From an optimization exercise on the open Yosys and OpenROAD flow, aimed at small area, a short achievable clock period and few clock cycles per item; shortcuts taken in it are not production practice.
Only simulation tests tie the RTL to the original design; equivalence was not proved.
Power is estimated from default activity; no workload was simulated.

`flow/config.mk`:
```
export PLATFORM = sky130hd
export DESIGN_NAME = wildcard_signature_scanner_core
export DESIGN_NICKNAME = wildcard_signature_scanner_core
export VERILOG_FILES = /design/flow/design.v
export SDC_FILE = /design/flow/constraint.sdc
export NUM_CORES = 4
export LEC_CHECK = 0
export CAP_MARGIN = 20
export CORE_MARGIN = 2
export CORE_UTILIZATION = 50
export CTS_CLUSTER_DIAMETER = 70
export CTS_CLUSTER_SIZE = 24
export SLEW_MARGIN = 20
```
`flow/constraint.sdc`:
```
create_clock -name core_clock -period 11.0 [get_ports {clk}]
set_input_delay 2.2000 -clock core_clock [delete_from_list [all_inputs] [get_ports {clk}]]
set_output_delay 2.2000 -clock core_clock [all_outputs]
set_load 0.01 [all_outputs]
```
`flow/design.v`:
```
`timescale 1ns / 1ps
package wss_pkg;
    localparam int SIG_BYTES     = 24;
    localparam int LEN_W         = 5;
    localparam int SKIP_W        = 16;
    localparam int OFFSET_W      = 24;
    localparam int CFG_INDEX_W   = 3;
    localparam int CFG_DATA_W    = 64;
    typedef enum logic [CFG_INDEX_W-1:0] {
        REG_PATTERN_LOW     = 3'd0,
        REG_PATTERN_MID     = 3'd1,
        REG_PATTERN_HIGH    = 3'd2,
        REG_CARE_MASK       = 3'd3,
        REG_PATTERN_LENGTH  = 3'd4,
        REG_SKIP_COUNT      = 3'd5,
        REG_SEARCH_DISTANCE = 3'd6
    } reg_index_t;
    typedef struct packed {
        logic [SIG_BYTES*8-1:0] pattern;
        logic [SIG_BYTES-1:0]   care;
        logic [LEN_W-1:0]       last_pos;
        logic [SKIP_W-1:0]      skip;
        logic [OFFSET_W-1:0]    distance;
    } cfg_t;
    localparam logic [LEN_W-1:0]     LAST_POS_RESET = 5'd0;
    localparam logic [OFFSET_W-1:0]  DISTANCE_RESET = 24'd1;
endpackage
`timescale 1ns / 1ps
module wss_cfg_regs
(
    input  logic                               clk,
    input  logic                               rst_n,
    input  logic                               cfg_valid,
    output logic                               cfg_ready,
    input  logic [wss_pkg::CFG_INDEX_W-1:0]    cfg_index,
    input  logic [wss_pkg::CFG_DATA_W-1:0]     cfg_data,
    output wss_pkg::cfg_t                      cfg,
    output logic [2:0]                         pattern_written,
    output logic                               care_written
);
    wss_pkg::cfg_t              cfg_reg;
    logic [wss_pkg::LEN_W-1:0]  len_in;
    logic [wss_pkg::LEN_W-1:0]  last_pos_in;
    assign cfg_ready = 1'b1;
    assign cfg       = cfg_reg;
    always_comb
    begin
        len_in = cfg_data[wss_pkg::LEN_W-1:0];
        if (len_in == '0)
        begin
            last_pos_in = '0;
        end
        else if (len_in > wss_pkg::LEN_W'(wss_pkg::SIG_BYTES))
        begin
            last_pos_in = wss_pkg::LEN_W'(wss_pkg::SIG_BYTES - 1);
        end
        else
        begin
            last_pos_in = len_in - 1'b1;
        end
    end
    always_ff @(posedge clk or negedge rst_n)
    begin
        if (!rst_n)
        begin
            pattern_written  <= '0;
            care_written     <= 1'b0;
            cfg_reg.last_pos <= wss_pkg::LAST_POS_RESET;
            cfg_reg.skip     <= '0;
            cfg_reg.distance <= wss_pkg::DISTANCE_RESET;
        end
        else if (cfg_valid && cfg_ready)
        begin
            case (cfg_index)
                wss_pkg::REG_PATTERN_LOW:
                    pattern_written[0] <= 1'b1;
                wss_pkg::REG_PATTERN_MID:
                    pattern_written[1] <= 1'b1;
                wss_pkg::REG_PATTERN_HIGH:
                    pattern_written[2] <= 1'b1;
                wss_pkg::REG_CARE_MASK:
                    care_written <= 1'b1;
                wss_pkg::REG_PATTERN_LENGTH:
                    cfg_reg.last_pos <= last_pos_in;
                wss_pkg::REG_SKIP_COUNT:
                    cfg_reg.skip <= cfg_data[wss_pkg::SKIP_W-1:0];
                wss_pkg::REG_SEARCH_DISTANCE:
                    cfg_reg.distance <= cfg_data[wss_pkg::OFFSET_W-1:0];
                default:
                    ;
            endcase
        end
    end
    always_ff @(posedge clk)
    begin
        if (cfg_valid && cfg_ready)
        begin
            case (cfg_index)
                wss_pkg::REG_PATTERN_LOW:
                    cfg_reg.pattern[63:0] <= cfg_data;
                wss_pkg::REG_PATTERN_MID:
                    cfg_reg.pattern[127:64] <= cfg_data;
                wss_pkg::REG_PATTERN_HIGH:
                    cfg_reg.pattern[191:128] <= cfg_data;
                wss_pkg::REG_CARE_MASK:
                    cfg_reg.care <= cfg_data[wss_pkg::SIG_BYTES-1:0];
                default:
                    ;
            endcase
        end
    end
endmodule
`timescale 1ns / 1ps
module wss_match
#(
    parameter int PATTERN_BYTES = 24
)
(
    input  logic [7:0]                       data,
    input  logic [PATTERN_BYTES*8-1:0]       pattern,
    input  logic [PATTERN_BYTES-1:0]         care,
    input  logic [2:0]                       pattern_written,
    input  logic                             care_written,
    output logic [PATTERN_BYTES-1:0]         hit_pos
);
    logic data_zero;
    always_comb
    begin
        data_zero = (data == 8'd0);
        for (int k = 0; k < PATTERN_BYTES; k++)
        begin
            hit_pos[k] = (care_written && !care[k]) ||
                         (pattern_written[k / 8] ? (data == pattern[k*8 +: 8]) : data_zero);
        end
    end
endmodule
`timescale 1ns / 1ps
module wildcard_signature_scanner_core
#(
    parameter int PATTERN_BYTES = 24
)
(
    input  logic                              clk,
    input  logic                              rst_n,
    input  logic                              cfg_valid,
    output logic                              cfg_ready,
    input  logic [wss_pkg::CFG_INDEX_W-1:0]   cfg_index,
    input  logic [wss_pkg::CFG_DATA_W-1:0]    cfg_data,
    input  logic                              item_valid,
    output logic                              item_stall,
    input  logic [7:0]                        data_byte,
    input  logic                              last_byte,
    output logic                              result_valid,
    input  logic                              result_stall,
    output logic                              found,
    output logic [wss_pkg::OFFSET_W-1:0]      match_offset
);
    localparam int OW = wss_pkg::OFFSET_W;
    localparam int CW = OW + 1;
    localparam int SW = wss_pkg::SKIP_W;
    wss_pkg::cfg_t                     cfg;
    logic [2:0]                        pattern_written;
    logic                              care_written;
    logic                              a_valid;
    logic                              in_first_reg;
    logic                              a_last;
    logic                              stall_reg;
    logic                              first_reg;
    logic                              done_reg;
    logic                              past_reg;
    logic [PATTERN_BYTES-1:0]          prefix_reg;
    logic [SW-1:0]                     remain_reg;
    logic                              reached_reg;
    logic [CW-1:0]                     start_reg;
    logic                              at_dist_reg;
    logic                              res_valid_reg;
    logic                              found_reg;
    logic [OW-1:0]                     offset_reg;
    logic [CW-1:0]                     start_init;
    logic                              skip_zero;
    logic                              at_dist_first;
    logic                              first_can_hit;
    logic [PATTERN_BYTES-1:0]          hit_pos;
    logic [PATTERN_BYTES-1:0]          prefix_prev;
    logic [PATTERN_BYTES-1:0]          prefix_next;
    logic                              done_eff;
    logic                              past_eff;
    logic [SW-1:0]                     remain_eff;
    logic [CW-1:0]                     start_inc;
    logic                              reached_eff;
    logic                              at_dist_eff;
    logic                              hit;
    logic                              accept;
    logic                              produce;
    logic                              proc;
    logic                              take_item;
    logic                              res_valid_next;
    logic                              first_next;
    logic                              done_next;
    logic                              might_produce;
    wss_cfg_regs u_cfg
    (
        .clk             (clk),
        .rst_n           (rst_n),
        .cfg_valid       (cfg_valid),
        .cfg_ready       (cfg_ready),
        .cfg_index       (cfg_index),
        .cfg_data        (cfg_data),
        .cfg             (cfg),
        .pattern_written (pattern_written),
        .care_written    (care_written)
    );
    wss_match #(.PATTERN_BYTES(PATTERN_BYTES)) u_match
    (
        .data            (data_byte),
        .pattern         (cfg.pattern),
        .care            (cfg.care),
        .pattern_written (pattern_written),
        .care_written    (care_written),
        .hit_pos         (hit_pos)
    );
    assign item_stall   = stall_reg;
    assign result_valid = res_valid_reg;
    assign found        = found_reg;
    assign match_offset = offset_reg;
    always_comb
    begin
        start_init    = CW'(0) - CW'(cfg.last_pos);
        skip_zero     = (cfg.skip == '0);
        at_dist_first = (cfg.last_pos == '0) && (cfg.distance == '0);
        first_can_hit = (cfg.last_pos == '0) && skip_zero;
    end
    always_comb
    begin
        proc         = a_valid && !stall_reg;
        take_item    = item_valid && !stall_reg;
        prefix_prev  = in_first_reg ? '0 : prefix_reg;
        prefix_next  = {prefix_prev[PATTERN_BYTES-2:0], 1'b1} & hit_pos;
        done_eff     = done_reg && !first_reg;
        past_eff     = past_reg && !first_reg;
        remain_eff   = first_reg ? cfg.skip : remain_reg;
        reached_eff  = first_reg ? skip_zero : reached_reg;
        at_dist_eff  = first_reg ? at_dist_first : at_dist_reg;
        start_inc    = start_reg + 1'b1;
        hit          = prefix_reg[cfg.last_pos] && !past_eff && !at_dist_eff && !done_eff;
        accept       = hit && reached_eff;
        produce      = accept || (a_last && !done_eff);
        res_valid_next = (res_valid_reg && result_stall) || (proc && produce);
        first_next     = proc ? a_last : first_reg;
        done_next      = proc ? (done_eff || accept) : done_reg;
        might_produce  = !(done_next && !first_next) &&
                         (!first_next || last_byte || first_can_hit);
    end
    always_ff @(posedge clk or negedge rst_n)
    begin
        if (!rst_n)
        begin
            a_valid       <= 1'b0;
            stall_reg     <= 1'b0;
            first_reg     <= 1'b1;
            in_first_reg  <= 1'b1;
            res_valid_reg <= 1'b0;
        end
        else
        begin
            a_valid       <= take_item || (a_valid && stall_reg);
            stall_reg     <= (a_valid && stall_reg && res_valid_next) ||
                             (take_item && res_valid_next && might_produce);
            first_reg     <= first_next;
            if (take_item)
            begin
                in_first_reg <= last_byte;
            end
            res_valid_reg <= res_valid_next;
        end
    end
    always_ff @(posedge clk)
    begin
        if (!stall_reg)
        begin
            a_last <= last_byte;
        end
        if (take_item)
        begin
            prefix_reg <= prefix_next;
        end
        if (proc)
        begin
            past_reg    <= past_eff || at_dist_eff;
            done_reg    <= done_eff || accept;
            at_dist_reg <= (start_inc == {1'b0, cfg.distance});
            if (hit && !reached_eff)
            begin
                remain_reg  <= remain_eff - 1'b1;
                reached_reg <= (remain_eff == SW'(1));
            end
            else
            begin
                remain_reg  <= remain_eff;
                reached_reg <= reached_eff;
            end
        end
        if (proc ? a_last : first_reg)
        begin
            start_reg <= start_init;
        end
        else if (proc)
        begin
            start_reg <= start_inc;
        end
        if (proc && produce)
        begin
            found_reg  <= accept;
            offset_reg <= accept ? start_reg[OW-1:0] : '0;
        end
    end
endmodule
```
`flow/flow/run.sh`:
```
#!/bin/bash
# Layout flow: the standard layout (standard synthesis, floorplan, placement,
# CTS, routing) with two changes: timing repair aims at a larger setup slack than
# the default of 0, so that the achieved period, not just the 11 ns clock, is
# optimised; and the port buffers are plain buf_4 cells. The SDC, the clock
# period and every other step are the standard flow's own.
set -euo pipefail
export SETUP_SLACK_MARGIN=7.8
export BUFFER_PORTS_ARGS="-buffer_cell sky130_fd_sc_hd__buf_4"
bash standard.sh finish > orfs_make.log 2>&1
```
`flow/standard.sh`:
```
#!/bin/bash
# synth_recipe.tcl (not shown) runs the flow's synth.tcl, then flattens the netlist and writes it again
# the make line also repeats each setting of config.mk as NAME=value (left out here)
make -C /OpenROAD-flow-scripts/flow DESIGN_CONFIG=/design/flow/config.mk WORK_HOME=/design/flow/orfs CLKGATE_MAP_FILE= SYNTH_SCRIPT=/design/flow/synth_recipe.tcl "${@:-finish}"
```
==> flow_summary.toml, run 1 <==
[layout]
stdcell_area_um2 = 19120
largest_register_ffs = 261
diodes = 0
fin_cells = 1748
num-fill-cells = 2614
layout-drive-gt1-share = 0.2021
syn_to_final_growth_pct = 15.13
final_util = 0.5862
final_nets = 1377

[yosys]
synth-seq-cells = 365
synth.cell_area_um2 = 16610
syn_avg_cell_area_um2 = 13.78
synth_flop_cell = "edfxtp_1"
ys_seq_area_frac = 0.6433
yosysUniqueCellTypes = 62
synthArstFlopShare = 0.1479
synth_enable_flop_cells = 310
synth_cells = 1205
ys_warn_count = 3
synthesis.nets = 1293

[floorplan]
dieArea_um2 = 34690
start_util = 0.5091
die_w_um = 186.3
core_um2 = 32620
die-height_um = 186.3
fp-row-count = 66
ioPinCount = 109

[placement]
gp_congestion = 0.8532
hpwl_um = 25160
port_buffers = 107
place_inst = 1694
place_ws_ps = 7051
dpl-instance-area_um2 = 17820

[power_and_ir_drop]
comb_power_share = 0.228
clkPwrFrac = 0.247
pwr_density_cell_nw_per_um2 = 201.4
p_leak_nw = 6.492
swShare = 0.3156
intPower_mw = 2.636
p_seq_frac = 0.524
peakVddDrop_mv = 0.1439
finalPower_mw = 3.851
p_switching_mw = 1.215

[sta]
finalHoldViolations = 0
fin_crit_sh = 0.3000
layout_min_cycle_time_ps = 3300
timing.final.ws_setup_ps = 7700
finalClockSkew_ps = 28.83
tightestPinTransition_ps = 958.1
maxSlewHeadroom = 0.3606
setup_viol = 0
max_clock_freq_mhz = 303.0
drv_slew = 0
grt_setup_unrepaired = "yes"
finalSetupTns_ps = 0
hold_slack_ps = 522.6

[global_routing]
grtUsageTotal = 0.2329
grt_pass1_wl_um = 60230
grt_max_degree = 66
grt_pass1_vias = 9845
grt_overflow = 0
antenna_found_initial = 0

[job]
drv_cap = 0

[worst_setup_path]
rr_endpoint = "offset_reg[0]"
cp_slowest_cell = "dfrtp_1"
critPathCapture = "item_stall"
rrSetupSlack_ps = 8000
cp-start-kind = "register"
crit_start = "stall_reg"
path_buf_inv = 1
required_ps = 8800
critical_path.endpoint_type = "output pin"
path_delay_family = "flip-flops"
reg2reg_from = "u_cfg.cfg_reg[40]"
worstPathArrival_ps = 1100
path_class = "reg2out"
cp_max_fo = 3
crit_cells = 1
slowest_delay_ps = 430
r2r_cells = 13
cp_cell_sequence = "buf_6"

[detailed_routing]
viasPerCell = 5.742
vias = 10037
drcViolationCount = 0
routed_wl_um = 39810
drt_iter0_drc = 767
antenna_left = 0
dr.pass1.iters = 6
wl_per_cell_um = 22.77

[clock_tree]
numCtsBuffers = 23
max-clock-path-buffers = 3
cts_tree = "yes"
cts_htree_levels = 1
cts-root-buf = "clkbuf_16"
clk_latency_ps = 550
clock-sinks = 365
clk_pin_slew_ps = 90

[worst_hold_path]
worstHoldPathType = "reg2reg"

[status]
outcome = "timing/DRC/antenna clean"
synth_stat cells, drive strengths merged, types with 3 or more instances:
cell / number / share of area
xnor2: 146 / 0.077
mux2i: 25 / 0.015
nor3b: 25 / 0.011
nand4: 38 / 0.014
or2: 9 / 0.0035
and3: 7 / 0.0026
xor2: 104 / 0.055
and4: 3 / 0.0016
a211oi: 3 / 0.0014
nand2: 47 / 0.011
o211a: 3 / 0.0018
inv: 17 / 0.0038
nor2b: 5 / 0.0019
nor3: 20 / 0.0060
o211ai: 5 / 0.0023
and2: 26 / 0.0098
nand2b: 7 / 0.0026
a31oi: 23 / 0.0087
dfrtp: 51 / 0.077
ha: 7 / 0.0053
a21oi: 14 / 0.0042
o21ai: 62 / 0.019
nor4: 51 / 0.020
clkbuf: 54 / 0.012
nand3: 22 / 0.0066
mux4: 4 / 0.0054
o21bai: 3 / 0.0014
buf: 13 / 0.0044
mux2: 38 / 0.026
o221ai: 3 / 0.0016
dfstp: 3 / 0.0047
edfxtp: 310 / 0.56
nor2: 30 / 0.0068
metal layers:
layer | wire length (um) | vias up | GRT usage
met1 | 17600 | 5114 | 0.3291
met3 | 1970 | 43 | 0.02804
met4 | 834 | 0 | 0.05701
met2 | 19410 | 279 | 0.3872
met5 | 0 | - | 0
li1 | - | 4601 | -
logic make-up after synthesis:
group | Yosys count | share of synthesized area
AO/OA/AOI/OAI | 129 | 0.04716
multiplexers | 67 | 0.04626
XOR/XNOR | 251 | 0.1333
flip-flops | 365 | 0.6433
buffers and inverters | 84 | 0.02064
adder cells (fa/ha/maj) | 7 | 0.005274
other | 1 | 0.0002258
AND/OR/NAND/NOR | 301 | 0.1038
layout make-up:
class / instances / area, um^2 / share of cell area
flip-flops and latches: 365 / 10690 / 0.5589
repair buffers: 125 / 1155 / 0.06040
clock buffers: 28 / 594.3 / 0.03108
clock inverters: 14 / 200.2 / 0.01047
well taps: 442 / 553.0 / 0.02892
multi-input cells: 757 / 5863 / 0.3067
inverters: 17 / 67.56 / 0.003534
worst register-to-register path, delay by kind of cell (launching register included):
kind | cells | cell delay (ps)
AOI/OAI and AO/OA | 3 | 610
adders and majority gates | 2 | 430
buffers and inverters | 3 | 460
DFF | 1 | 360
and+or+nand+nor | 5 | 840
power by group through the flow:
stage / clock [mW] / combinational [mW] / sequential (mW)
floorplan: 0 / 0.651 / 1.92
global placement: 0 / 0.802 / 2.04
detailed placement: 0 / 0.812 / 2.04
CTS: 0.975 / 0.877 / 2.01
global route: 1.02 / 0.969 / 2.05
finish: 0.953 / 0.879 / 2.02
cell usage in the layout, fill, tap and decap left out, drive strengths merged, types with 22 or more instances in the layout:
master    n
clkbuf   29
xnor2   146
nor4     51
a31oi    23
nor2     31
nand3    22
nand4    38
nand2    47
xor2    104
and2     26
inv      23
edfxtp  310
dfrtp    51
nor3b    25
buf     124
o21ai    62
mux2i    25
mux2     38
how the worst min path moves through the flow:
stage	startpoint	endpoint	slack [ps]	depth (start not counted)
floorplan	done_reg	done_reg	470	1
global placement	u_cfg.cfg_reg[0]	u_cfg.cfg_reg[0]	500	2
detailed placement	u_cfg.cfg_reg[0]	u_cfg.cfg_reg[0]	500	2
CTS	u_cfg.cfg_reg[0]	u_cfg.cfg_reg[0]	520	2
global route	u_cfg.cfg_reg[0]	u_cfg.cfg_reg[0]	560	2
finish	u_cfg.cfg_reg[0]	u_cfg.cfg_reg[0]	520	2
what timing repair did:
item                       CTS  global route
setup buffers                8             3
cloned                       1             0
hold buffers                 0             0
hold endpoints to repair     0             0
gates resized for setup     49            48
setup endpoints to repair  288            64
pin swaps                    2            12
Testbench counts, summed over its fixed seeds: cycles 72,767, bytes 72,386.
==> inputs of run 2 (changes only) <==
--- a/flow/config.mk
+++ b/flow/config.mk
@@ -7,7 +7,5 @@
 export LEC_CHECK = 0
 export CAP_MARGIN = 20
 export CORE_MARGIN = 2
-export CORE_UTILIZATION = 50
-export CTS_CLUSTER_DIAMETER = 70
-export CTS_CLUSTER_SIZE = 24
+export CORE_UTILIZATION = 30
 export SLEW_MARGIN = 20
==> flow_summary.toml, run 2 <==
[placement]
place_inst = 1956
place_ws_ps = 6803
gp_congestion = 0.8078
port_buffers = 107
dpl-instance-area_um2 = 18150
hpwl_um = 27270

[yosys]
synth_simple_gate_area_frac = 0.1038
synth_compound_gate_area_share = 0.04716
synthAdderAreaFrac = 0.005274
syn_avg_cell_area_um2 = 13.78
ys_seq_area_frac = 0.6433
synthArstFlopShare = 0.1479
synth.cell_area_um2 = 16610
synth_flop_cell = "edfxtp_1"
ys_warn_count = 3
yosysUniqueCellTypes = 62
yosysTopAreaCellShare = 0.5605
ys_top_cells_by_area = "edfxtp_1 (56%), xnor2_1 (7.7%), dfrtp_1 (7.7%), xor2_1 (5.5%), mux2_2 (2.6%)"
synth-seq-cells = 365
synthesis.nets = 1293
synth_xor_area_frac = 0.1333
yosysMostFrequentCell = "edfxtp_1"
yosysTopAreaCell = "edfxtp_1"
ys_top_cells_by_count = "edfxtp_1 (310), xnor2_1 (146), xor2_1 (104), o21ai_0 (61), clkbuf_1 (52)"
synth.area.mux_share = 0.04626
synth_enable_flop_cells = 310
synth_cells = 1205
synth_top_family_by_area = "XOR/XNOR gates"

[floorplan]
fp-row-count = 86
dieArea_um2 = 57250
die-height_um = 239.3
die_w_um = 239.3
start_util = 0.3026
core_um2 = 54880
ioPinCount = 109

[layout]
final_util = 0.3606
final_nets = 1394
num-fill-cells = 5262
syn_to_final_growth_pct = 19.17
final_cell_mix = "edfxtp_1 (310), xnor2_1 (146), xor2_1 (104)"
stdcell_area_um2 = 19790
multi_input_area_um2 = 5846
fin_cells = 2038
largest_register_ffs = 261
seq_area_um2 = 10690
final_common_cell = "edfxtp_1"
layout-drive-gt1-share = 0.2076
diodes = 0

[clock_tree]
numCtsBuffers = 37
clk_latency_ps = 550
clock-sinks = 365
clk_pin_slew_ps = 60
cts_htree_levels = 2
max-clock-path-buffers = 3
cts-root-buf = "clkbuf_16"
postCtsHoldBufs = 0
cts_tree = "yes"

[worst_setup_path]
required_ps = 8800
cp_max_fo = 1
worstPathArrival_ps = 1090
critical_path.endpoint_type = "output pin"
path_delay_family = "flip-flops"
cp-start-kind = "register"
slowest_delay_ps = 410
path_buf_inv = 1
cp_slowest_cell = "edfxtp_1"
cp_cell_sequence = "buf_6"
path_class = "reg2out"

[power_and_ir_drop]
finalPower_mw = 4.145
p_leak_nw = 6.685
peakVddDrop_mv = 0.1000
pwr_density_cell_nw_per_um2 = 209.4

[global_routing]
grt_overflow = 0
antenna_found_initial = 1
grt_pass1_wl_um = 64250
grtUsageTotal = 0.1482
grt_max_degree = 66
grt_pass1_vias = 10188

[detailed_routing]
drcViolationCount = 0
vias = 10124
dr.pass1.iters = 5
drt_iter0_drc = 775
wl_per_cell_um = 20.91
viasPerCell = 4.968
antenna_left = 0
routed_wl_um = 42610

[sta]
finalHoldViolations = 0
finalClockSkew_ps = 31.40
tightestPinTransition_ps = 1076
layout_min_cycle_time_ps = 3287
maxSlewHeadroom = 0.2816
max_clock_freq_mhz = 304.2
hold_slack_ps = 519.7
timing.final.ws_setup_ps = 7713
fin_crit_sh = 0.2989
finalSetupTns_ps = 0
grt_setup_unrepaired = "yes"
drv_slew = 0
setup_viol = 0

[job]
drv_cap = 0

[worst_hold_path]
worstHoldPathType = "reg2reg"

[status]
outcome = "timing/DRC/antenna clean"
run 2: cell counts after synthesis:
No cell type changed its count.
run 2: worst paths after layout:
path                            slack (ps)  cells past startpoint               from           endpoint
worst max-delay path                  7710                      1     offset_reg[10]   match_offset[10]
worst min-delay path                   520                      2   u_cfg.cfg_reg[0]   u_cfg.cfg_reg[0]
worst max register to register        7960                     11  u_cfg.cfg_reg[40]     remain_reg[10]
worst min register to register         520                      2   u_cfg.cfg_reg[0]   u_cfg.cfg_reg[0]
max in group asynchronous             8620                      1              rst_n  u_cfg.cfg_reg[41]
min in group asynchronous             1750                      1              rst_n  u_cfg.cfg_reg[37]
run 2: cells by family after synthesis:
| logic type | count (synthesis) |
|---|---|
| AO/OA/AOI/OAI | 129 |
| adder cells (fa/ha/maj) | 7 |
| other | 1 |
| AND/OR/NAND/NOR | 301 |
| multiplexers | 67 |
| buffers and inverters | 84 |
| XOR/XNOR | 251 |
| flip-flops | 365 |
run 2: cell type report:
| cell class | instances | share of cell area |
|---|---|---|
| sequential | 365 | 0.5401 |
| multi-input combinational | 758 | 0.2954 |
| timing repair buffer | 127 | 0.05753 |
| clock buffer | 44 | 0.04918 |
| tap | 704 | 0.04451 |
| clock inverter | 23 | 0.01012 |
| inverter | 17 | 0.003224 |
run 2: repair_timing:
action / CTS / global route
setup buffers: 8 / 5
setup endpoints to repair: 320 / 87
gates cloned: 2 / 0
gates resized for setup: 58 / 26
pin swaps: 2 / 3
run 2: worst min-delay path: stages, from the launching register on:
cell and delay, ps:
dfstp_2 390, nand2_1 60, o21ai_0 70
run 2: report_power, final:
part           internal (mW)  total (mW)  switching [mW]
sequential              1.78        2.02           0.233
clock                  0.688        1.23           0.547
combinational          0.397       0.894           0.497
total                   2.87        4.14            1.28
run 2: layer usage:
metal	wire length [um]	vias up	global-route usage
met4	750	0	0.03125
met3	2645	58	0.02847
met1	18930	5109	0.2026
met5	0	-	0
li1	-	4647	-
met2	20290	310	0.2446
==> inputs of run 3 (changes only) <==
--- a/flow/config.mk
+++ b/flow/config.mk
@@ -8,4 +8,6 @@
 export CAP_MARGIN = 20
 export CORE_MARGIN = 2
 export CORE_UTILIZATION = 30
+export CTS_CLUSTER_DIAMETER = 50
+export CTS_CLUSTER_SIZE = 30
 export SLEW_MARGIN = 20
==> flow_summary.toml, run 3 <==
[sta]
tightestPinTransition_ps = 1077
fin_crit_sh = 0.3072
drv_slew = 0
finalClockSkew_ps = 17.09
finalHoldViolations = 0
max_clock_freq_mhz = 295.9
maxSlewHeadroom = 0.2766
setup_viol = 0
layout_min_cycle_time_ps = 3379
grt_setup_unrepaired = "yes"
finalSetupTns_ps = 0

[detailed_routing]
viasPerCell = 4.962
routed_wl_um = 42510
dr.pass1.iters = 5
vias = 10057
drcViolationCount = 0
wl_per_cell_um = 20.97
drt_iter0_drc = 732
antenna_left = 0

[layout]
final_common_cell = "edfxtp_1"
multi_input_area_um2 = 5798
final_cell_mix = "edfxtp_1 (310), xnor2_1 (146), xor2_1 (104)"
seq_area_um2 = 10690
largest_register_ffs = 261
num-fill-cells = 5264
layout-drive-gt1-share = 0.2011
fin_cells = 2027
final_nets = 1386
diodes = 0
syn_to_final_growth_pct = 18.24

[yosys]
yosysTopAreaCell = "edfxtp_1"
yosysUniqueCellTypes = 62
synth.cell_area_um2 = 16610
yosysMostFrequentCell = "edfxtp_1"
ys_top_cells_by_count = "edfxtp_1 (310), xnor2_1 (146), xor2_1 (104), o21ai_0 (61), clkbuf_1 (52)"
synth_cells = 1205
ys_top_cells_by_area = "edfxtp_1 (56%), xnor2_1 (7.7%), dfrtp_1 (7.7%), xor2_1 (5.5%), mux2_2 (2.6%)"
syn_avg_cell_area_um2 = 13.78
ys_seq_area_frac = 0.6433
synthesis.nets = 1293
synth_enable_flop_cells = 310
yosysTopAreaCellShare = 0.5605
synthArstFlopShare = 0.1479
synth-seq-cells = 365
ys_warn_count = 3
synth_flop_cell = "edfxtp_1"

[clock_tree]
cts_htree_levels = 1
postCtsHoldBufs = 0
numCtsBuffers = 31
clock-sinks = 365
clk_pin_slew_ps = 80
cts_tree = "yes"
cts-root-buf = "clkbuf_16"
max-clock-path-buffers = 3
clk_latency_ps = 610

[power_and_ir_drop]
peakVddDrop_mv = 0.1465
pwr_density_cell_nw_per_um2 = 207.3
p_leak_nw = 6.617

[worst_setup_path]
critical_path.endpoint_type = "output pin"
cp_slowest_cell = "dfrtp_1"
path_class = "reg2out"
cp_cell_sequence = "buf_6"
slowest_delay_ps = 430
worstPathArrival_ps = 1180
required_ps = 8800
cp_max_fo = 3
path_buf_inv = 1
cp-start-kind = "register"
path_delay_family = "flip-flops"

[global_routing]
grtUsageTotal = 0.1477
antenna_found_initial = 2
grt_max_degree = 66
busiest_layer = "met2"
grt_util_met2 = 0.2473
grt_overflow = 0
grt_pass1_wl_um = 64270
grtUsageMet3 = 0.02293
grtUsageMet1 = 0.2036
grt_pass1_vias = 10145

[placement]
gp_congestion = 0.8078
hpwl_um = 27270
port_buffers = 107
place_inst = 1956

[floorplan]
start_util = 0.3026
core_um2 = 54880
fp-row-count = 86
dieArea_um2 = 57250
die-height_um = 239.3
ioPinCount = 109
die_w_um = 239.3

[worst_hold_path]
worstHoldPathType = "reg2reg"

[job]
drv_cap = 0

[status]
outcome = "timing/DRC/antenna clean"
==> run 3: what timing repair did <==
action,in CTS,in global routing
cloned,2,0
endpoints found under the hold margin,0,0
pin swaps,2,2
gates resized for setup,50,20
buffers inserted,9,2
endpoints found under the setup margin,241,102
==> run 3: routing by layer <==
| metal | vias to the layer above | routed length (um) |
|---|---|---|
| met4 | 2 | 729 |
| li1 | 4636 | - |
| met1 | 5076 | 19140 |
| met2 | 291 | 20300 |
| met3 | 52 | 2324 |
| met5 | - | 13 |
==> run 3: cells by family (layout without fill, tap and decap cells) <==
family	Yosys count	after routing	synth area share
buf+inv	84	200	0.02064
simple gates	301	303	0.1038
xor+xnor	251	251	0.1333
mux	67	67	0.04626
compound gates	129	129	0.04716
flops	365	365	0.6433
other cells	1	1	0.0002258
fa+ha+maj	7	7	0.005274
==> run 3: final cells by class <==
cell class,count,share of cell area
sequential,365,0.5442
multi-input combinational,758,0.2953
timing repair buffer,125,0.05690
tap,704,0.04486
clock buffer,33,0.03989
clock inverter,25,0.01561
inverter,17,0.003250
==> run 3: through the flow <==
stage / utilization / area [um^2] / setup slack [ps] / hold WS, ps / power (mW)
4_1_cts: 0.3559 / 19530 / 7603 / 512.1 / 4.089
3_5_place_dp: 0.3308 / 18150 / 6803 / 500.7 / 2.860
6_report: 0.3578 / 19640 / 7621 / 506.7 / 4.070
2_1_floorplan: - / 16960 / 6525 / 466.0 / 2.571
3_3_place_gp: 0.3308 / 18150 / 6882 / 501.0 / 2.849
5_1_grt: 0.3578 / 19640 / 7589 / 544.3 / 4.272
==> run 3: power breakdown <==
group	switching (mW)	leakage (nW)	total [mW]	internal (mW)
Clock	0.584	0.525	1.16	0.578
Combinational	0.496	2.57	0.895	0.399
Sequential	0.233	3.53	2.01	1.78
Total	1.31	6.62	4.07	2.76
==> run 3: worst paths after layout <==
| path | startpoint | to | slack (ps) | cells after the start |
|---|---|---|---|---|
| max in group asynchronous | rst_n | u_cfg.cfg_reg[41] | 8770 | 1 |
| setup / recovery | stall_reg | item_stall | 7620 | 1 |
| hold reg to reg | u_cfg.cfg_reg[0] | u_cfg.cfg_reg[0] | 510 | 2 |
| setup reg to reg | u_cfg.cfg_reg[40] | remain_reg[10] | 7920 | 11 |
| hold / removal | u_cfg.cfg_reg[0] | u_cfg.cfg_reg[0] | 510 | 2 |
| min in group asynchronous | rst_n | u_cfg.cfg_reg[37] | 1670 | 1 |
==> run 3: tightest hold or removal path: stages, from the launching register on <==
cell	delay (ps)
dfstp_2	390
nand2_1	50
o21ai_0	60
==> inputs of run 4 (changes only) <==
==> flow/flow/run.sh (replaced) <==
#!/bin/bash
# Layout flow: the standard layout (standard synthesis, floorplan, placement,
# CTS, routing) with two changes: timing repair aims at a larger setup slack than
# the default of 0, so that the achieved period, not just the 11 ns clock, is
# optimised; and the port buffers are plain buf_1 cells. The SDC, the clock
# period and every other step are the standard flow's own.
set -euo pipefail
export SETUP_SLACK_MARGIN=7.8
export BUFFER_PORTS_ARGS="-buffer_cell sky130_fd_sc_hd__buf_1"
bash standard.sh finish > orfs_make.log 2>&1
--- a/flow/config.mk
+++ b/flow/config.mk
@@ -8,6 +8,6 @@
 export CAP_MARGIN = 20
 export CORE_MARGIN = 2
 export CORE_UTILIZATION = 30
-export CTS_CLUSTER_DIAMETER = 50
-export CTS_CLUSTER_SIZE = 30
+export CTS_CLUSTER_DIAMETER = 70
+export CTS_CLUSTER_SIZE = 24
 export SLEW_MARGIN = 20
==> flow_summary.toml, run 4 <==
[global_routing]
grtUsageTotal = 0.1484
grt_pass1_vias = 9963
antenna_found_initial = 1
grt_pass1_wl_um = 64400
grt_overflow = 0
grt_max_degree = 66

[yosys]
ys_warn_count = 3
yosysTopAreaCellShare = 0.5605
synth.cell_area_um2 = 16610
syn_avg_cell_area_um2 = 13.78
ys_seq_area_frac = 0.6433
yosysTopAreaCell = "edfxtp_1"
synthArstFlopShare = 0.1479
synth-seq-cells = 365
synthesis.nets = 1293
synth_flop_cell = "edfxtp_1"
synth_enable_flop_cells = 310
ys_top_cells_by_count = "edfxtp_1 (310), xnor2_1 (146), xor2_1 (104), o21ai_0 (61), clkbuf_1 (52)"
yosysUniqueCellTypes = 62
ys_top_cells_by_area = "edfxtp_1 (56%), xnor2_1 (7.7%), dfrtp_1 (7.7%), xor2_1 (5.5%), mux2_2 (2.6%)"
yosysMostFrequentCell = "edfxtp_1"
synth_cells = 1205

[detailed_routing]
drt_iter0_drc = 1001
met3_wirelength_um = 2367
top_layer = "met4"
drcViolationCount = 0
viasPerCell = 5.063
met2_length_um = 21070
dr.pass1.iters = 5
antenna_left = 0
vias = 10242
wl_per_cell_um = 21.84
met1_length_um = 20100
routed_wl_um = 44180

[sta]
max_clock_freq_mhz = 300.5
fin_crit_sh = 0.3025
setup_viol = 0
finalSetupTns_ps = 0
tightestPinTransition_ps = 1004
finalClockSkew_ps = 15.35
drv_slew = 0
maxSlewHeadroom = 0.3300
finalHoldViolations = 0
layout_min_cycle_time_ps = 3327
grt_setup_unrepaired = "yes"

[placement]
hpwl_um = 27810
gp_congestion = 0.8263
port_buffers = 107

[floorplan]
ioPinCount = 109
start_util = 0.3026
fp-row-count = 86
die_w_um = 239.3
core_um2 = 54880
die-height_um = 239.3
dieArea_um2 = 57250

[worst_setup_path]
reg2reg_from = "u_cfg.cfg_reg[40]"
cp-start-kind = "input port"
critical_path.endpoint_type = "register"
worstPathArrival_ps = 3720
rrSetupSlack_ps = 8030
cp_max_fo = 7
rr_endpoint = "remain_reg[12]"
path_class = "in2reg"
r2r_cells = 11
required_ps = 11390

[layout]
final_common_cell = "edfxtp_1"
largest_register_ffs = 261
final_util = 0.3483
layout-drive-gt1-share = 0.1464
syn_to_final_growth_pct = 15.09
final_nets = 1393
final_cell_mix = "edfxtp_1 (310), xnor2_1 (146), xor2_1 (104)"

[clock_tree]
cts-root-buf = "clkbuf_16"
clk_pin_slew_ps = 90
max-clock-path-buffers = 3
numCtsBuffers = 22
cts_htree_levels = 1
cts_tree = "yes"
clock-sinks = 365
postCtsHoldBufs = 0
clk_latency_ps = 560

[worst_hold_path]
worstHoldPathType = "reg2reg"
min_from = "u_cfg.cfg_reg[0]"
hold_end = "u_cfg.cfg_reg[0]"
min_path_cells = 2

[power_and_ir_drop]
p_leak_nw = 6.261
peakVddDrop_mv = 0.1244
pwr_density_cell_nw_per_um2 = 199.1
finalPower_mw = 3.806

[job]
drv_cap = 0

[status]
outcome = "timing/DRC/antenna clean"
## run 4: cell counts after synthesis
Identical to the previous run, type by type.
## run 4: cell type report
type | instances | area [um^2]
Clock buffer | 28 | 594.3
Clock inverter | 9 | 132.6
Tap cell | 704 | 880.8
Fill cell | 5356 | 35760
Inverter | 17 | 67.56
Multi-Input combinational cell | 758 | 5862
Timing Repair Buffer | 141 | 883.3
Sequential cell | 365 | 10690
Antenna cell | 1 | 2.502
## run 4: kinds of logic (layout without fill, tap and decap cells)
family / after synthesis / in the layout / synth area share
flip-flops: 365 / 365 / 0.6433
XOR/XNOR: 251 / 251 / 0.1333
adder cells (fa/ha/maj): 7 / 7 / 0.005274
AO/OA/AOI/OAI: 129 / 129 / 0.04716
buffers and inverters: 84 / 195 / 0.02064
AND/OR/NAND/NOR: 301 / 303 / 0.1038
other: 1 / 2 / 0.0002258
multiplexers: 67 / 67 / 0.04626
## run 4: what timing repair did
action                                  4_1_cts  5_1_grt
endpoints found under the setup margin      325      205
pin swaps                                     4        8
gates resized for setup                      43       59
gates cloned                                  2        4
buffers inserted                             10        8
## run 4: per-stage QoR
stage	setup WS [ps]	cell area, um^2	hold WS, ps	instances
2_1_floorplan	6525	16960	466.0	1205
3_3_place_gp	6671	17800	502.3	1961
3_5_place_dp	6673	17800	514.5	1961
4_1_cts	7645	18830	527.8	2010
5_1_grt	7627	19110	566.4	2022
6_report	7673	19110	523.4	2023
## run 4: worst max-delay path by stage
stage / from / endpoint / slack [ps] / depth (start not counted)
finish: data_byte[0] / prefix_reg[21] / 7670 / 8
global route: offset_reg[0] / match_offset[0] / 7630 / 1
CTS: offset_reg[20] / match_offset[20] / 7650 / 1
detailed placement: data_byte[1] / prefix_reg[4] / 6670 / 6
global placement: data_byte[3] / prefix_reg[4] / 6670 / 6
floorplan: cfg_index[2] / u_cfg.cfg_reg[133] / 6520 / 2
## run 4: report_power, final
| part | total, mW | internal (mW) | switching, mW |
|---|---|---|---|
| combinational | 0.874 | 0.368 | 0.506 |
| sequential | 2.02 | 1.78 | 0.234 |
| clock | 0.917 | 0.428 | 0.489 |
## run 4: worst max-delay path, cell delays in order
cell	delay (ps)
clkbuf_4	160
buf_12	160
buf_4	190
xnor2_1	190
nand4_1	100
nor4_1	360
a31oi_1	150
nor3b_1	200
## run 4: layer usage
metal,up-vias,GRT usage
li1,4649,-
met1,5229,0.2141
met2,322,0.2427
met3,42,0.01855
met4,0,0.02367
met5,-,0
==> inputs of run 5 (changes only) <==
==> flow/flow/run.sh (replaced) <==
#!/bin/bash
# Layout flow: the standard layout (standard synthesis, floorplan, placement,
# CTS, routing) with two changes: timing repair aims at a larger setup slack than
# the default of 0, so that the achieved period, not just the 11 ns clock, is
# optimised; and the port buffers are plain buf_2 cells. The SDC, the clock
# period and every other step are the standard flow's own.
set -euo pipefail
export SETUP_SLACK_MARGIN=7.8
export BUFFER_PORTS_ARGS="-buffer_cell sky130_fd_sc_hd__buf_2"
bash standard.sh finish > orfs_make.log 2>&1
==> flow_summary.toml, run 5 <==
[clock_tree]
postCtsHoldBufs = 0
clk_pin_slew_ps = 90
max-clock-path-buffers = 3
clk_latency_ps = 570
cts_tree = "yes"
cts-root-buf = "clkbuf_16"
numCtsBuffers = 22
cts_htree_levels = 1
clock-sinks = 365

[detailed_routing]
viasPerCell = 5.003
vias = 10057
drt_iter0_drc = 696
routed_wl_um = 42100
antenna_left = 0
drcViolationCount = 0
wl_per_cell_um = 20.95
dr.pass1.iters = 5

[yosys]
ys_seq_area_frac = 0.6433
synth-seq-cells = 365
ys_top_cells_by_count = "edfxtp_1 (310), xnor2_1 (146), xor2_1 (104), o21ai_0 (61), clkbuf_1 (52)"
synth_cells = 1205
ys_warn_count = 3
yosysTopAreaCellShare = 0.5605
yosysUniqueCellTypes = 62
ys_top_cells_by_area = "edfxtp_1 (56%), xnor2_1 (7.7%), dfrtp_1 (7.7%), xor2_1 (5.5%), mux2_2 (2.6%)"
synth_flop_cell = "edfxtp_1"
yosysTopAreaCell = "edfxtp_1"
syn_avg_cell_area_um2 = 13.78
yosysMostFrequentCell = "edfxtp_1"
synth_enable_flop_cells = 310
synthArstFlopShare = 0.1479
synth.cell_area_um2 = 16610
synthesis.nets = 1293

[sta]
tightestPinTransition_ps = 1028
finalClockSkew_ps = 24.37
grt_setup_unrepaired = "yes"
hold_slack_ps = 510.3
fin_crit_sh = 0.3017
max_clock_freq_mhz = 301.4
finalHoldViolations = 0
setup_viol = 0
layout_min_cycle_time_ps = 3318
finalSetupTns_ps = 0
maxSlewHeadroom = 0.3139
drv_slew = 0

[global_routing]
grt_overflow = 0
grt_pass1_wl_um = 63640
grt_max_degree = 66
antenna_found_initial = 0
grtUsageTotal = 0.1457
grt_pass1_vias = 10004

[placement]
gp_congestion = 0.8323
hpwl_um = 27090
port_buffers = 107

[floorplan]
die-height_um = 239.3
dieArea_um2 = 57250
die_w_um = 239.3
core_um2 = 54880
ioPinCount = 109
start_util = 0.3026
fp-row-count = 86

[power_and_ir_drop]
clkPwrFrac = 0.244
pwr_density_cell_nw_per_um2 = 199.2
swShare = 0.3214
peakVddDrop_mv = 0.1042
p_switching_mw = 1.218
p_leak_nw = 6.363
p_seq_frac = 0.529
finalPower_mw = 3.790
comb_power_share = 0.227
intPower_mw = 2.572

[layout]
final_nets = 1378
num-fill-cells = 5308
layout-drive-gt1-share = 0.1937
syn_to_final_growth_pct = 14.59
final_common_cell = "edfxtp_1"
final_cell_mix = "edfxtp_1 (310), xnor2_1 (146), xor2_1 (104)"
diodes = 0
largest_register_ffs = 261

[worst_setup_path]
path_class = "reg2out"
critical_path.endpoint_type = "output pin"
path_buf_inv = 1
worstPathArrival_ps = 1120
cp_slowest_cell = "edfxtp_1"
cp_max_fo = 1
required_ps = 8800
cp-start-kind = "register"
cp_cell_sequence = "buf_2"
slowest_delay_ps = 400
path_delay_family = "flip-flops"

[job]
drv_cap = 0

[status]
outcome = "timing/DRC/antenna clean"

[worst_hold_path]
worstHoldPathType = "reg2reg"
[run 5: changes by cell type in the layout (fill, tap and decap cells not counted), moves of 7 or more]
cell | previous run | this run
clkbuf_2 | 21 | 0
buf_4 | 25 | 15
o21ai_2 | 8 | 1
o21ai_0 | 47 | 54
buf_1 | 74 | 0
buf_2 | 4 | 98
[run 5: final timing paths]
path	startpoint	end	slack, ps	cells past startpoint
hold reg to reg	u_cfg.cfg_reg[0]	u_cfg.cfg_reg[0]	510	2
hold / removal	u_cfg.cfg_reg[0]	u_cfg.cfg_reg[0]	510	2
min in group asynchronous	rst_n	u_cfg.cfg_reg[37]	1780	2
max in group asynchronous	rst_n	u_cfg.cfg_reg[41]	8610	2
setup reg to reg	u_cfg.cfg_reg[40]	remain_reg[15]	7940	11
setup / recovery	offset_reg[4]	match_offset[4]	7680	1
[run 5: power by group through the flow]
stage | combinational, mW | clock (mW) | sequential, mW
3_3_place_gp | 0.788 | 0 | 2.04
6_report | 0.859 | 0.925 | 2.01
3_5_place_dp | 0.798 | 0 | 2.04
2_1_floorplan | 0.651 | 0 | 1.92
4_1_cts | 0.851 | 0.947 | 2.01
5_1_grt | 0.947 | 0.993 | 2.04
[run 5: repair_timing]
item                                    CTS  global route
endpoints found under the setup margin  262           113
setup buffers                             9             2
pin swaps                                 3             4
gates cloned                              2             0
gates resized for setup                  34            33
[run 5: kinds of logic (layout without fill, tap and decap cells)]
logic type,count (synthesis),in the layout,share of synthesized area
AOI/OAI and AO/OA,129,129,0.04716
xor gates and xnor gates,251,251,0.1333
adders and majority gates,7,7,0.005274
buffers and inverters,84,183,0.02064
DFF,365,365,0.6433
muxes,67,67,0.04626
other,1,1,0.0002258
and+or+nand+nor,301,303,0.1038
[run 5: cell type report]
class,count,area [um^2],share of cell area
flip-flops and latches,365,10690,0.5617
repair buffers,126,804.5,0.04228
multi-input cells,758,5836,0.3067
clock buffers,28,593.1,0.03117
well taps,704,880.8,0.04629
inverters,17,63.81,0.003353
clock inverters,12,162.7,0.008548
[run 5: per-stage QoR]
step,utilization,cell area [um^2],worst slack (ps),std cells
floorplan,-,16960,6525,1205
global placement,0.3261,17890,6665,1957
detailed placement,0.3261,17890,6674,1957
CTS,0.3441,18880,7652,2008
global route,0.3468,19030,7631,2010
finish,0.3468,19030,7682,2010
[run 5: metal layers]
metal  vias to the layer above  share of wire  GRT usage
met5                         -              0          0
met4                         0          0.015    0.02519
met3                        44          0.042    0.01763
met2                       252           0.48     0.2460
met1                      5140           0.46     0.2033
li1                       4621              -          -
==> inputs of run 6 (changes only) <==
--- a/flow/design.v
+++ b/flow/design.v
@@ -36,7 +36,9 @@
     input  logic [wss_pkg::CFG_DATA_W-1:0]     cfg_data,
     output wss_pkg::cfg_t                      cfg,
     output logic [2:0]                         pattern_written,
-    output logic                               care_written
+    output logic                               care_written,
+    output logic                               skip_written,
+    output logic                               distance_written
 );
     wss_pkg::cfg_t              cfg_reg;
     logic [wss_pkg::LEN_W-1:0]  len_in;
@@ -65,9 +67,9 @@
         begin
             pattern_written  <= '0;
             care_written     <= 1'b0;
+            skip_written     <= 1'b0;
+            distance_written <= 1'b0;
             cfg_reg.last_pos <= wss_pkg::LAST_POS_RESET;
-            cfg_reg.skip     <= '0;
-            cfg_reg.distance <= wss_pkg::DISTANCE_RESET;
         end
         else if (cfg_valid && cfg_ready)
         begin
@@ -83,9 +85,9 @@
                 wss_pkg::REG_PATTERN_LENGTH:
                     cfg_reg.last_pos <= last_pos_in;
                 wss_pkg::REG_SKIP_COUNT:
-                    cfg_reg.skip <= cfg_data[wss_pkg::SKIP_W-1:0];
+                    skip_written <= 1'b1;
                 wss_pkg::REG_SEARCH_DISTANCE:
-                    cfg_reg.distance <= cfg_data[wss_pkg::OFFSET_W-1:0];
+                    distance_written <= 1'b1;
                 default:
                     ;
             endcase
@@ -104,6 +106,10 @@
                     cfg_reg.pattern[191:128] <= cfg_data;
                 wss_pkg::REG_CARE_MASK:
                     cfg_reg.care <= cfg_data[wss_pkg::SIG_BYTES-1:0];
+                wss_pkg::REG_SKIP_COUNT:
+                    cfg_reg.skip <= cfg_data[wss_pkg::SKIP_W-1:0];
+                wss_pkg::REG_SEARCH_DISTANCE:
+                    cfg_reg.distance <= cfg_data[wss_pkg::OFFSET_W-1:0];
                 default:
                     ;
             endcase
@@ -161,6 +167,9 @@
     wss_pkg::cfg_t                     cfg;
     logic [2:0]                        pattern_written;
     logic                              care_written;
+    logic                              skip_written;
+    logic                              distance_written;
+    logic [SW-1:0]                     skip;
     logic                              a_valid;
     logic                              in_first_reg;
     logic                              a_last;
@@ -180,6 +189,7 @@
     logic                              skip_zero;
     logic                              at_dist_first;
     logic                              first_can_hit;
+    logic [PATTERN_BYTES-1:0]          last_onehot;
     logic [PATTERN_BYTES-1:0]          hit_pos;
     logic [PATTERN_BYTES-1:0]          prefix_prev;
     logic [PATTERN_BYTES-1:0]          prefix_next;
@@ -208,7 +218,9 @@
         .cfg_data        (cfg_data),
         .cfg             (cfg),
         .pattern_written (pattern_written),
-        .care_written    (care_written)
+        .care_written    (care_written),
+        .skip_written    (skip_written),
+        .distance_written(distance_written)
     );
     wss_match #(.PATTERN_BYTES(PATTERN_BYTES)) u_match
     (
@@ -226,9 +238,14 @@
     always_comb
     begin
         start_init    = CW'(0) - CW'(cfg.last_pos);
-        skip_zero     = (cfg.skip == '0);
-        at_dist_first = (cfg.last_pos == '0) && (cfg.distance == '0);
+        skip          = skip_written ? cfg.skip : '0;
+        skip_zero     = !skip_written || (cfg.skip == '0);
+        at_dist_first = (cfg.last_pos == '0) && distance_written && (cfg.distance == '0);
         first_can_hit = (cfg.last_pos == '0) && skip_zero;
+        for (int k = 0; k < PATTERN_BYTES; k++)
+        begin
+            last_onehot[k] = (cfg.last_pos == 5'(k));
+        end
     end
     always_comb
     begin
@@ -238,11 +255,11 @@
         prefix_next  = {prefix_prev[PATTERN_BYTES-2:0], 1'b1} & hit_pos;
         done_eff     = done_reg && !first_reg;
         past_eff     = past_reg && !first_reg;
-        remain_eff   = first_reg ? cfg.skip : remain_reg;
+        remain_eff   = first_reg ? skip : remain_reg;
         reached_eff  = first_reg ? skip_zero : reached_reg;
         at_dist_eff  = first_reg ? at_dist_first : at_dist_reg;
         start_inc    = start_reg + 1'b1;
-        hit          = prefix_reg[cfg.last_pos] && !past_eff && !at_dist_eff && !done_eff;
+        hit          = |(prefix_reg & last_onehot) && !past_eff && !at_dist_eff && !done_eff;
         accept       = hit && reached_eff;
         produce      = accept || (a_last && !done_eff);
         res_valid_next = (res_valid_reg && result_stall) || (proc && produce);
@@ -288,7 +305,8 @@
         begin
             past_reg    <= past_eff || at_dist_eff;
             done_reg    <= done_eff || accept;
-            at_dist_reg <= (start_inc == {1'b0, cfg.distance});
+            at_dist_reg <= distance_written ? (start_inc == {1'b0, cfg.distance}) :
+                                              (start_inc == CW'(1));
             if (hit && !reached_eff)
             begin
                 remain_reg  <= remain_eff - 1'b1;
--- a/flow/config.mk
+++ b/flow/config.mk
@@ -10,4 +10,5 @@
 export CORE_UTILIZATION = 30
 export CTS_CLUSTER_DIAMETER = 70
 export CTS_CLUSTER_SIZE = 24
+export PLACE_DENSITY = 0.9
 export SLEW_MARGIN = 20
==> flow_summary.toml, run 6 <==
[sta]
drv_slew = 0
finalHoldViolations = 0
layout_min_cycle_time_ps = 3335
max_clock_freq_mhz = 299.9
maxSlewHeadroom = 0.3962
grt_setup_unrepaired = "yes"
tightestPinTransition_ps = 903.8
finalClockSkew_ps = 13.58
fin_crit_sh = 0.3032
setup_viol = 0
finalSetupTns_ps = 0

[job]
drv_cap = 0

[worst_setup_path]
crit_start = "offset_reg[18]"
path_delay_family = "flip-flops"
cp_cell_sequence = "buf_2"
path_class = "reg2out"
critical_path.endpoint_type = "output pin"
slowest_delay_ps = 430
reg2reg_from = "u_cfg.cfg_reg[28]"
cp_max_fo = 1
cp_slowest_cell = "edfxtp_1"
required_ps = 8800
cp-start-kind = "register"
worstPathArrival_ps = 1130
path_buf_inv = 1
rrSetupSlack_ps = 7850

[yosys]
yosysUniqueCellTypes = 73
ys_top_cells_by_count = "edfxtp_1 (350), xnor2_1 (144), xor2_1 (88), o21ai_0 (62), clkbuf_1 (51)"
syn_avg_cell_area_um2 = 14.15
ys_top_cells_by_area = "edfxtp_1 (64%), xnor2_1 (7.7%), xor2_1 (4.7%), dfrtp_1 (2.1%), o21ai_0 (1.9%)"
synth.cell_area_um2 = 16480
ys_warn_count = 3
synth_simple_gate_area_frac = 0.1072
synth_xor_area_frac = 0.1302
yosysTopAreaCell = "edfxtp_1"
synth.area.mux_share = 0.004630
synth_top_family_by_area = "XOR/XNOR gates"
synthesis.nets = 1257
synth_compound_gate_area_share = 0.06672
synth_enable_flop_cells = 350
synth_flop_cell = "edfxtp_1"
synthAdderAreaFrac = 0.008349
synth_cells = 1165
ys_seq_area_frac = 0.6632
synth-seq-cells = 367
synthArstFlopShare = 0.04360
yosysMostFrequentCell = "edfxtp_1"
yosysTopAreaCellShare = 0.6376

[clock_tree]
clk_latency_ps = 550
clk_pin_slew_ps = 90
numCtsBuffers = 19
postCtsHoldBufs = 0
cts_tree = "yes"
max-clock-path-buffers = 3
clock-sinks = 367
cts-root-buf = "clkbuf_16"
cts_htree_levels = 1

[power_and_ir_drop]
pwr_density_cell_nw_per_um2 = 197.3
p_seq_frac = 0.529
p_leak_nw = 6.127
clkPwrFrac = 0.202
peakVddDrop_mv = 0.1261
intPower_mw = 2.542
comb_power_share = 0.269
p_switching_mw = 1.202
swShare = 0.3212

[placement]
hpwl_um = 27800
gp_congestion = 0.9101
port_buffers = 107

[layout]
final_util = 0.3513
final_nets = 1356
diodes = 0
seq_area_um2 = 10930
num-fill-cells = 4993
syn_to_final_growth_pct = 15.12
largest_register_ffs = 261
multi_input_area_um2 = 5649
layout-drive-gt1-share = 0.1890
final_common_cell = "edfxtp_1"
final_cell_mix = "edfxtp_1 (350), xnor2_1 (144), buf_2 (98)"

[floorplan]
ioPinCount = 109
dieArea_um2 = 56840
core_um2 = 54030
die-height_um = 238.4
fp-row-count = 85
start_util = 0.3051
die_w_um = 238.4

[detailed_routing]
drt_iter0_drc = 1470
routed_wl_um = 42370
antenna_left = 0
drcViolationCount = 0
dr.pass1.iters = 6
viasPerCell = 5.428
vias = 10672
wl_per_cell_um = 21.55

[global_routing]
grtUsageTotal = 0.1427
grt_max_degree = 66
grt_pass1_vias = 10370
grt_overflow = 0
grt_pass1_wl_um = 62530
antenna_found_initial = 5

[worst_hold_path]
min_from = "done_reg"
worstHoldPathType = "reg2reg"

[status]
outcome = "timing/DRC/antenna clean"
-- run 6: layer usage --
metal / track usage / vias up / wire length (um) / share of wire
met5: 0 / - / 0 / 0
met4: 0.03864 / 0 / 1399 / 0.033
met3: 0.02938 / 115 / 4635 / 0.11
met2: 0.2412 / 719 / 20390 / 0.48
met1: 0.1860 / 5251 / 15950 / 0.38
li1: - / 4587 / - / -
-- run 6: cell families after synthesis --
family,Yosys count
other,1
DFF,367
xor gates and xnor gates,237
and+or+nand+nor,292
muxes,7
adders and majority gates,11
AOI/OAI and AO/OA,168
buffers and inverters,82
-- run 6: layout make-up --
cell class,count,share of cell area
clock buffer,24,0.02604
clock inverter,3,0.001516
inverter,22,0.004417
multi-input combinational,717,0.2977
sequential,367,0.5762
tap,696,0.04589
timing repair buffer,137,0.04826
-- run 6: what timing repair did --
action,CTS,global route
buffers inserted,5,18
setup endpoints to repair,246,118
pin swaps,3,16
gates cloned,1,1
resized for setup,45,46
-- run 6: worst paths after layout --
path,endpoint,cells past startpoint
max,match_offset[18],1
min,done_reg,1
max reg2reg,stall_reg,7
min reg2reg,done_reg,1
max in group asynchronous,in_first_reg,1
min in group asynchronous,res_valid_reg,1
-- run 6: power by group through the flow --
stage | sequential (mW) | clock (mW) | combinational, mW
floorplan | 1.93 | 0 | 0.630
global placement | 2.00 | 0 | 0.780
detailed placement | 2.01 | 0 | 0.823
CTS | 1.98 | 0.761 | 0.897
global route | 2.00 | 0.806 | 1.08
finish | 1.98 | 0.755 | 1.01
-- run 6: stage by stage --
stage	hold slack (ps)	area (um^2)	power [mW]	std cells	setup WS, ps
6_report	526.3	18980	3.744	1966	7665
5_1_grt	535.8	18980	3.889	1966	7632
4_1_cts	525.5	18590	3.638	1947	7646
3_5_place_dp	500.7	17790	2.834	1914	6693
3_3_place_gp	491.8	17790	2.782	1914	6819
2_1_floorplan	465.5	16780	2.565	1165	6615
Testbench counts of run 6, summed over its fixed seeds: cycles 72,767, bytes 72,386.
==> inputs of run 7 (changes only) <==
--- a/flow/config.mk
+++ b/flow/config.mk
@@ -10,5 +10,5 @@
 export CORE_UTILIZATION = 30
 export CTS_CLUSTER_DIAMETER = 70
 export CTS_CLUSTER_SIZE = 24
-export PLACE_DENSITY = 0.9
+export PLACE_DENSITY = 0.8
 export SLEW_MARGIN = 20
==> flow_summary.toml, run 7 <==
[yosys]
ys_warn_count = 3
ys_top_cells_by_count = "edfxtp_1 (350), xnor2_1 (144), xor2_1 (88), o21ai_0 (62), clkbuf_1 (51)"
ys_seq_area_frac = 0.6632
yosysMostFrequentCell = "edfxtp_1"
syn_avg_cell_area_um2 = 14.15
yosysUniqueCellTypes = 73
synthesis.nets = 1257
synth.cell_area_um2 = 16480
ys_top_cells_by_area = "edfxtp_1 (64%), xnor2_1 (7.7%), xor2_1 (4.7%), dfrtp_1 (2.1%), o21ai_0 (1.9%)"
synth_flop_cell = "edfxtp_1"
synth_enable_flop_cells = 350
synth_cells = 1165
yosysTopAreaCellShare = 0.6376
synth-seq-cells = 367
synthArstFlopShare = 0.04360
yosysTopAreaCell = "edfxtp_1"

[clock_tree]
numCtsBuffers = 20
postCtsHoldBufs = 0
clk_latency_ps = 560
clk_pin_slew_ps = 100
clock-sinks = 367
max-clock-path-buffers = 3
cts_htree_levels = 1
cts-root-buf = "clkbuf_16"
cts_tree = "yes"

[worst_setup_path]
crit_start = "stall_reg"
critical_path.endpoint_type = "output pin"
required_ps = 8800
worstPathArrival_ps = 1120
cp_cell_sequence = "buf_6"
cp_slowest_cell = "dfrtp_2"
path_delay_family = "flip-flops"
cp_max_fo = 2
reg2reg_from = "u_cfg.cfg_reg[40]"
cp-start-kind = "register"
slowest_delay_ps = 440
path_class = "reg2out"
path_buf_inv = 1

[global_routing]
grtUsageTotal = 0.1406
grt_pass1_wl_um = 61110
antenna_found_initial = 5
grt_pass1_vias = 9967
grt_max_degree = 66
grt_overflow = 0

[layout]
syn_to_final_growth_pct = 15.10
final_nets = 1352
final_cell_mix = "edfxtp_1 (350), xnor2_1 (144), buf_2 (98)"
num-fill-cells = 5088
layout-drive-gt1-share = 0.1860
largest_register_ffs = 261
final_util = 0.3512
multi_input_area_um2 = 5632
fin_cells = 1972
final_common_cell = "edfxtp_1"
seq_area_um2 = 10940
stdcell_area_um2 = 18970

[sta]
timing.final.ws_setup_ps = 7685
maxSlewHeadroom = 0.3485
hold_slack_ps = 528.2
fin_crit_sh = 0.3014
drv_slew = 0
layout_min_cycle_time_ps = 3315
tightestPinTransition_ps = 976.2
finalHoldViolations = 0
setup_viol = 0
grt_setup_unrepaired = "yes"
finalSetupTns_ps = 0
finalClockSkew_ps = 18.40
max_clock_freq_mhz = 301.7

[detailed_routing]
drt_iter0_drc = 1289
routed_wl_um = 41570
viasPerCell = 5.246
antenna_left = 0
vias = 10346
wl_per_cell_um = 21.08
dr.pass1.iters = 6
drcViolationCount = 0

[placement]
port_buffers = 107
place_ws_ps = 6441
gp_congestion = 0.9391
place_inst = 1914
hpwl_um = 26570
dpl-instance-area_um2 = 17790

[floorplan]
fp-row-count = 85
die_w_um = 238.4
ioPinCount = 109
dieArea_um2 = 56840
die-height_um = 238.4
start_util = 0.3051
core_um2 = 54030

[worst_hold_path]
worstHoldPathType = "reg2reg"
min_from = "done_reg"

[job]
drv_cap = 0

[power_and_ir_drop]
p_leak_nw = 6.108
finalPower_mw = 3.786
peakVddDrop_mv = 0.1654
pwr_density_cell_nw_per_um2 = 199.5

[status]
outcome = "timing/DRC/antenna clean"
[run 7: cell type report]
class,instances,area share
Antenna cell,2,0.0002638
Clock buffer,30,0.02836
Clock inverter,6,0.003759
Inverter,22,0.004418
Multi-Input combinational cell,718,0.2968
Sequential cell,367,0.5764
Tap cell,696,0.04590
Timing Repair Buffer,131,0.04412
[run 7: kinds of logic (layout without fill, tap and decap cells)]
logic type,Yosys count,count (layout),synth area share
flops,367,367,0.6632
buf+inv,82,189,0.01951
other cells,1,3,0.0002275
fa+ha+maj,11,11,0.008349
compound gates,168,169,0.06672
simple gates,292,293,0.1072
mux,7,7,0.004630
xor+xnor,237,237,0.1302
[run 7: path summary, 6_finish.rpt]
check | endpoint | slack [ps] | cells after the start
min | done_reg | 530 | 1
max | item_stall | 7680 | 1
min reg2reg | done_reg | 530 | 1
max in group asynchronous | in_first_reg | 9040 | 1
max reg2reg | remain_reg[5] | 7820 | 11
min in group asynchronous | res_valid_reg | 1590 | 1
[run 7: layer usage]
metal  vias up  track usage  wire length, um
met3        83      0.02707             3609
met5         -            0               13
met4         2      0.03693             1178
li1       4582            -                -
met1      5156       0.1911            16810
met2       523       0.2306            19960
[run 7: repair_timing]
item | in CTS | in global routing
resized for setup | 42 | 50
endpoints found under the setup margin | 186 | 247
buffers inserted | 8 | 10
pin swaps | 5 | 13
gates cloned | 1 | 1
[run 7: report_power, final]
group	internal (mW)	switching, mW
clock network	0.353	0.459
logic	0.402	0.595
registers	1.81	0.172
total	2.56	1.23
==> inputs of run 8 (changes only) <==
--- a/flow/config.mk
+++ b/flow/config.mk
@@ -10,5 +10,4 @@
 export CORE_UTILIZATION = 30
 export CTS_CLUSTER_DIAMETER = 70
 export CTS_CLUSTER_SIZE = 24
-export PLACE_DENSITY = 0.8
 export SLEW_MARGIN = 20
==> flow_summary.toml, run 8 <==
[power_and_ir_drop]
peakVddDrop_mv = 0.1252
p_leak_nw = 6.202
pwr_density_cell_nw_per_um2 = 202.9

[worst_setup_path]
critical_path.endpoint_type = "output pin"
path_class = "reg2out"
cp_cell_sequence = "buf_6"
worstPathArrival_ps = 1100
cp_max_fo = 2
required_ps = 8800
slowest_delay_ps = 430
path_buf_inv = 1
rrSetupSlack_ps = 7910
cp-start-kind = "register"
path_delay_family = "flip-flops"
crit_cells = 1
cp_slowest_cell = "dfrtp_2"
r2r_cells = 7

[yosys]
yosysTopAreaCellShare = 0.6376
ys_top_cells_by_count = "edfxtp_1 (350), xnor2_1 (144), xor2_1 (88), o21ai_0 (62), clkbuf_1 (51)"
synth_flop_cell = "edfxtp_1"
yosysMostFrequentCell = "edfxtp_1"
synth_enable_flop_cells = 350
synth.cell_area_um2 = 16480
ys_warn_count = 3
ys_top_cells_by_area = "edfxtp_1 (64%), xnor2_1 (7.7%), xor2_1 (4.7%), dfrtp_1 (2.1%), o21ai_0 (1.9%)"
yosysUniqueCellTypes = 73
synthesis.nets = 1257
ys_seq_area_frac = 0.6632
synth-seq-cells = 367
syn_avg_cell_area_um2 = 14.15
synthArstFlopShare = 0.04360
synth_cells = 1165
yosysTopAreaCell = "edfxtp_1"

[layout]
final_util = 0.3535
final_nets = 1365
syn_to_final_growth_pct = 15.86
num-fill-cells = 5203
layout-drive-gt1-share = 0.1963
final_cell_mix = "edfxtp_1 (350), xnor2_1 (144), buf_2 (98)"
fin_cells = 1982
stdcell_area_um2 = 19100
largest_register_ffs = 261
final_common_cell = "edfxtp_1"

[detailed_routing]
dr.pass1.iters = 5
drcViolationCount = 0
vias = 10034
drt_iter0_drc = 956
routed_wl_um = 42090
antenna_left = 0
viasPerCell = 5.063
wl_per_cell_um = 21.23

[sta]
finalSetupTns_ps = 0
fin_crit_sh = 0.3003
drv_slew = 0
max_clock_freq_mhz = 302.7
grt_setup_unrepaired = "yes"
layout_min_cycle_time_ps = 3304
setup_viol = 0
timing.final.ws_setup_ps = 7696
finalClockSkew_ps = 20.61
tightestPinTransition_ps = 922.3
finalHoldViolations = 0
maxSlewHeadroom = 0.3838

[clock_tree]
max-clock-path-buffers = 3
clk_latency_ps = 560
cts_tree = "yes"
cts_htree_levels = 1
cts-root-buf = "clkbuf_16"
clock-sinks = 367
clk_pin_slew_ps = 90
postCtsHoldBufs = 0
numCtsBuffers = 22

[job]
drv_cap = 0

[global_routing]
grtUsageTotal = 0.1439
grt_overflow = 0
grt_max_degree = 66
grt_pass1_vias = 9735
antenna_found_initial = 5
grt_pass1_wl_um = 62040

[floorplan]
ioPinCount = 109
die_w_um = 238.4
die-height_um = 238.4
fp-row-count = 85
dieArea_um2 = 56840
core_um2 = 54030
start_util = 0.3051

[placement]
port_buffers = 107
dpl-instance-area_um2 = 17800
place_inst = 1915
hpwl_um = 26990
gp_congestion = 0.8700
place_ws_ps = 6496

[status]
outcome = "timing/DRC/antenna clean"

[worst_hold_path]
min_path_cells = 1
worstHoldPathType = "reg2reg"
[run 8: cell type report]
cell class	count	area [um^2]	area share
clock inverter	9	101.3	0.005306
antenna	2	5.005	0.0002620
sequential	367	10930	0.5725
tap	696	870.8	0.04559
timing repair buffer	142	902.1	0.04723
clock buffer	26	586.8	0.03072
multi-input combinational	718	5614	0.2939
inverter	22	85.08	0.004455
[run 8: logic make-up (layout without fill, tap and decap cells)]
family                     count (synthesis)  in the layout  share of synthesized area
buffers and inverters                     82            199                    0.01951
xor gates and xnor gates                 237            237                     0.1302
adders and majority gates                 11             11                   0.008349
AOI/OAI and AO/OA                        168            169                    0.06672
DFF                                      367            367                     0.6632
other                                      1              3                  0.0002275
muxes                                      7              7                   0.004630
and+or+nand+nor                          292            293                     0.1072
[run 8: per-stage QoR]
stage	power, mW	hold slack [ps]
after floorplan	2.565	465.5
after global placement	2.827	497.5
after detailed placement	2.845	498.2
after CTS	3.813	520.9
after global routing	4.058	543.6
final	3.875	527.3
[run 8: metal layers]
metal / share of wire / GRT usage / routed length (um) / up-vias
met5: 0.00026 / 0 / 11 / -
met4: 0.021 / 0.03617 / 870 / 2
met3: 0.063 / 0.02129 / 2647 / 50
met2: 0.47 / 0.2341 / 19970 / 317
met1: 0.44 / 0.2019 / 18590 / 5056
li1: - / - / - / 4609
[run 8: path summary, 6_finish.rpt]
check,startpoint,endpoint
setup / recovery,stall_reg,item_stall
hold / removal,done_reg,done_reg
setup reg to reg,start_reg[2],at_dist_reg
hold reg to reg,done_reg,done_reg
max in group asynchronous,rst_n,stall_reg
min in group asynchronous,rst_n,u_cfg.skip_written
[run 8: power breakdown]
group,internal [mW],switching [mW]
clock,0.401,0.486
combinational,0.424,0.591
sequential,1.80,0.168
[run 8: repair_timing]
item,4_1_cts,5_1_grt
gates cloned,1,1
pin swaps,7,8
setup endpoints to repair,315,103
buffers inserted,14,14
gates resized for setup,46,34

afterwards: timing with drivers on the ports:
The results above use ideal ports. As a check the final layouts listed here were re-extracted and re-timed, cells and wires unchanged. Step 1 assumes that a clkbuf_16 drives the clock port and a buf_2 every other input. Step 2 moves the port delays by t, midway between the first and last clock arrival at a register: inputs arrive t later, outputs are due t later. That takes back most of the time a late clock gives input paths. Three values: no drivers, after step 1, after step 2; two values: the first two.
run	t, ns	slack for setup (ns)	worst slew at a driven data input, ns	pins driven straight from the clock port
run 1	0.588	7.700 / 7.647 / 7.209	0.07	1
run 2	0.583	7.713 / 7.660 / 7.258	0.09	1
run 3	0.654	7.621 / 7.564 / 7.217	0.08	1
run 4	0.599	7.673 / 7.624 / 7.106	0.15	1
run 5	0.612	7.682 / 7.628 / 7.249	0.07	1
run 6	0.590	7.665 / 7.615 / 7.184	0.18	1
run 7	0.603	7.685 / 7.637 / 7.244	0.12	1
run 8	0.603	7.696 / 7.641 / 7.165	0.11	1
After both steps setup and hold are still met in every run listed. The setup slack of run 4, which loses most, moves by -0.049 ns with the drivers and by -0.567 ns with both steps.
